Background: an optimization exercise with open tools, aiming at small area. Do not read the settings as production practice.
In this exercise RTL edits were held to simulation tests only and were not proved equivalent to the original.
Power figures rest on the tool's default switching activity, not on a simulated workload.

== the reference run ==
Design wallaceTree, start of the top module:
module wallaceTree
(
	input logic clk,
	input logic rstN,
	input logic [337:0] rows,
	input logic inValid,
	output logic [47:0] product,
	output logic outValid
);
	logic [13:0] lowQ;
	logic [64:0] pairQ;
	logic carryQ;
	logic earlyValid;
	logic [47:0] sumQ;
	logic pairValid;
	earlyReducer uEarly (
		.clk(clk),
		.rstN(rstN),
		.rows(rows),
		.inValid(inValid),
		.lowQ(lowQ),
		.pairQ(pairQ),
		.carryQ(carryQ),
		.earlyValid(earlyValid)
	);
	lateReducer uLate (
		.clk(clk),
		.rstN(rstN),
		.lowQ(lowQ),
		.pairQ(pairQ),
		.carryQ(carryQ),
		.earlyValid(earlyValid),
		.sumQ(sumQ),
		.pairValid(pairValid)
	);
	finalAdder uFinal (
		.clk(clk),
		.rstN(rstN),
		.sumQ(sumQ),
		.pairValid(pairValid),
		.product(product),
		.outValid(outValid)
	);
endmodule
Size in the first run: roughly 660 cells after synthesis, ~180 flip-flops, roughly 390 I/O pins.
export LEC_CHECK = 0
export CAP_MARGIN = 20
export CORE_MARGIN = 2
export CORE_UTILIZATION = 30
export GPL_TIMING_DRIVEN = 0
export PLACE_DENSITY = 0.5
export SLEW_MARGIN = 20
export SYNTH_HIERARCHICAL = 1
create_clock -name core_clock -period 3.0 [get_ports {clk}]
standard.sh (not shown) runs the stock make flow with config.mk's settings and CLKGATE_MAP_FILE= SYNTH_SCRIPT=/design/flow/synth_recipe.tcl, a recipe that flattens the netlist after the stock synthesis.
==> flow/flow/run.sh <==
#!/bin/bash
# Standard layout with smaller port buffers and no CTS dummy loads.
export BUFFER_PORTS_ARGS="-buffer_cell sky130_fd_sc_hd__buf_1"
export CTS_ARGS="-sink_clustering_enable -repair_clock_nets -dont_use_dummy_load -buf_list {sky130_fd_sc_hd__clkbuf_4 sky130_fd_sc_hd__clkbuf_8} -sink_clustering_size 30 -sink_clustering_max_diameter 100"
bash standard.sh > standard.log 2>&1
status=$?
tail -20 standard.log
exit $status
Every stage of the flow completed for the reference run, and the final layout passed the timing, DRC and antenna checks.
Relative to the reference run, the following input files were edited for the trial run:
diff --git a/flow/config.mk b/flow/config.mk
--- a/flow/config.mk
+++ b/flow/config.mk
@@ -9,5 +9,3 @@
 export CORE_MARGIN = 2
-export CORE_UTILIZATION = 30
-export GPL_TIMING_DRIVEN = 0
-export PLACE_DENSITY = 0.5
+export CORE_UTILIZATION = 45
 export SLEW_MARGIN = 20
Going from the reference run to the trial run, worst hold slack moved up; wire length reported by the detailed router moved down.
In the flow results for the trial run and the reference run, the count of non-CTS buffers in the layout is larger on the trial run.
Minimum period implied by the final worst setup slack: the trial run higher than the reference run
Global-route usage: the trial run > the reference run
The trial run vs. the reference run: sequential share of power higher, synthesized cell count saw little to no change, width of the die went down 34 um.

---

Starting RTL as in the previous note.
export LEC_CHECK = 0
export ABC_AREA = 1
export CAP_MARGIN = 20
export CORE_MARGIN = 2
export CORE_UTILIZATION = 30
export SLEW_MARGIN = 20
export SYNTH_HIERARCHICAL = 1
create_clock -name core_clock -period 3.0 [get_ports {clk}]
Scripts as last shown in full above: flow/flow/run.sh
Next try:
ABC_AREA = not set   (was 1)
GPL_TIMING_DRIVEN = 0   (was not set)
PLACE_DENSITY = 0.7   (was not set)
Effect: The new run produced a clean layout. Design area decreases by 0.99%. Count of clock-buffer cells in the layout is unchanged. Core utilization decreases by 0.19 points. Total power increases by 0.87%. Non-clock buffer count decreases by 6. Die area decreases by 1.0%. Critical path depth decreases by 4. Global-route usage stays flat.

---

## job 101
wallaceTree again, from the RTL that the note above started with.
Settings: LEC_CHECK=0, CAP_MARGIN=20, CORE_MARGIN=2, CORE_UTILIZATION=30, SLEW_MARGIN=20, SYNTH_HIERARCHICAL=1; clock period 3.0 ns.
Scripts as last shown in full above: flow/flow/run.sh
Relative to job 101, the following input files were edited for job 102:
- swapping 30 for 35 in CORE_UTILIZATION
==> summary.txt <==
- Compared job 102 against job 101; clock share of power within noise.
- Sum of routed wire length over all layers is higher on job 101
- Sort job 101 and job 102 by share of cell area taken by flip-flops and latches asc -> top: job 101
- [compare] base=job 101 new=job 102: synthesized area has remained practically unchanged, starting utilization of the core area rose by 5.0 points, die area went down by about 14%.
- Area used by multi-input combinational logic: job 101 vs job 102 — no meaningful difference

-- what the ideal ports hide --
The results above use ideal ports. As a check the final layouts listed here were re-extracted and re-timed, cells and wires unchanged. Step 1 sets driving cells, clkbuf_16 on the clock port and buf_2 on the other inputs (assumed; they add their load-dependent delay and slew). Step 2 also shifts input and output timing later by t, the mid clock arrival at the registers, as if the neighbouring blocks saw the same clock. a / b / c = ideal ports / drivers / drivers and shift; a / b = the first two.
run | shift t [ns] | slack for setup (ns) | worst register clock-pin slew, ns | worst slew at a driven data input, ns | pins driven straight from the clock port
the reference run | 0.491 | 0.137 / 0.156 / -0.335 | 0.10 / 0.10 | 0.06 | 1
the trial run | 0.471 | 0.131 / 0.146 / -0.324 | 0.09 / 0.09 | 0.06 | 1
the first run of note 2 | 0.491 | 0.168 / 0.187 / -0.304 | 0.09 / 0.09 | 0.05 | 1
the second run of note 2 | 0.502 | 0.085 / 0.105 / -0.398 | 0.09 / 0.09 | 0.08 | 1
job 101 | 0.485 | 0.147 / 0.150 / -0.321 | 0.10 / 0.10 | 0.07 | 1
job 102 | 0.471 | 0.119 / 0.138 / -0.333 | 0.10 / 0.10 | 0.07 | 1
Met with ideal ports but missed after step 2: setup timing in every run listed. The setup slack of the second run of note 2, which loses most, moves by +0.020 ns with the drivers and by -0.483 ns with both steps.
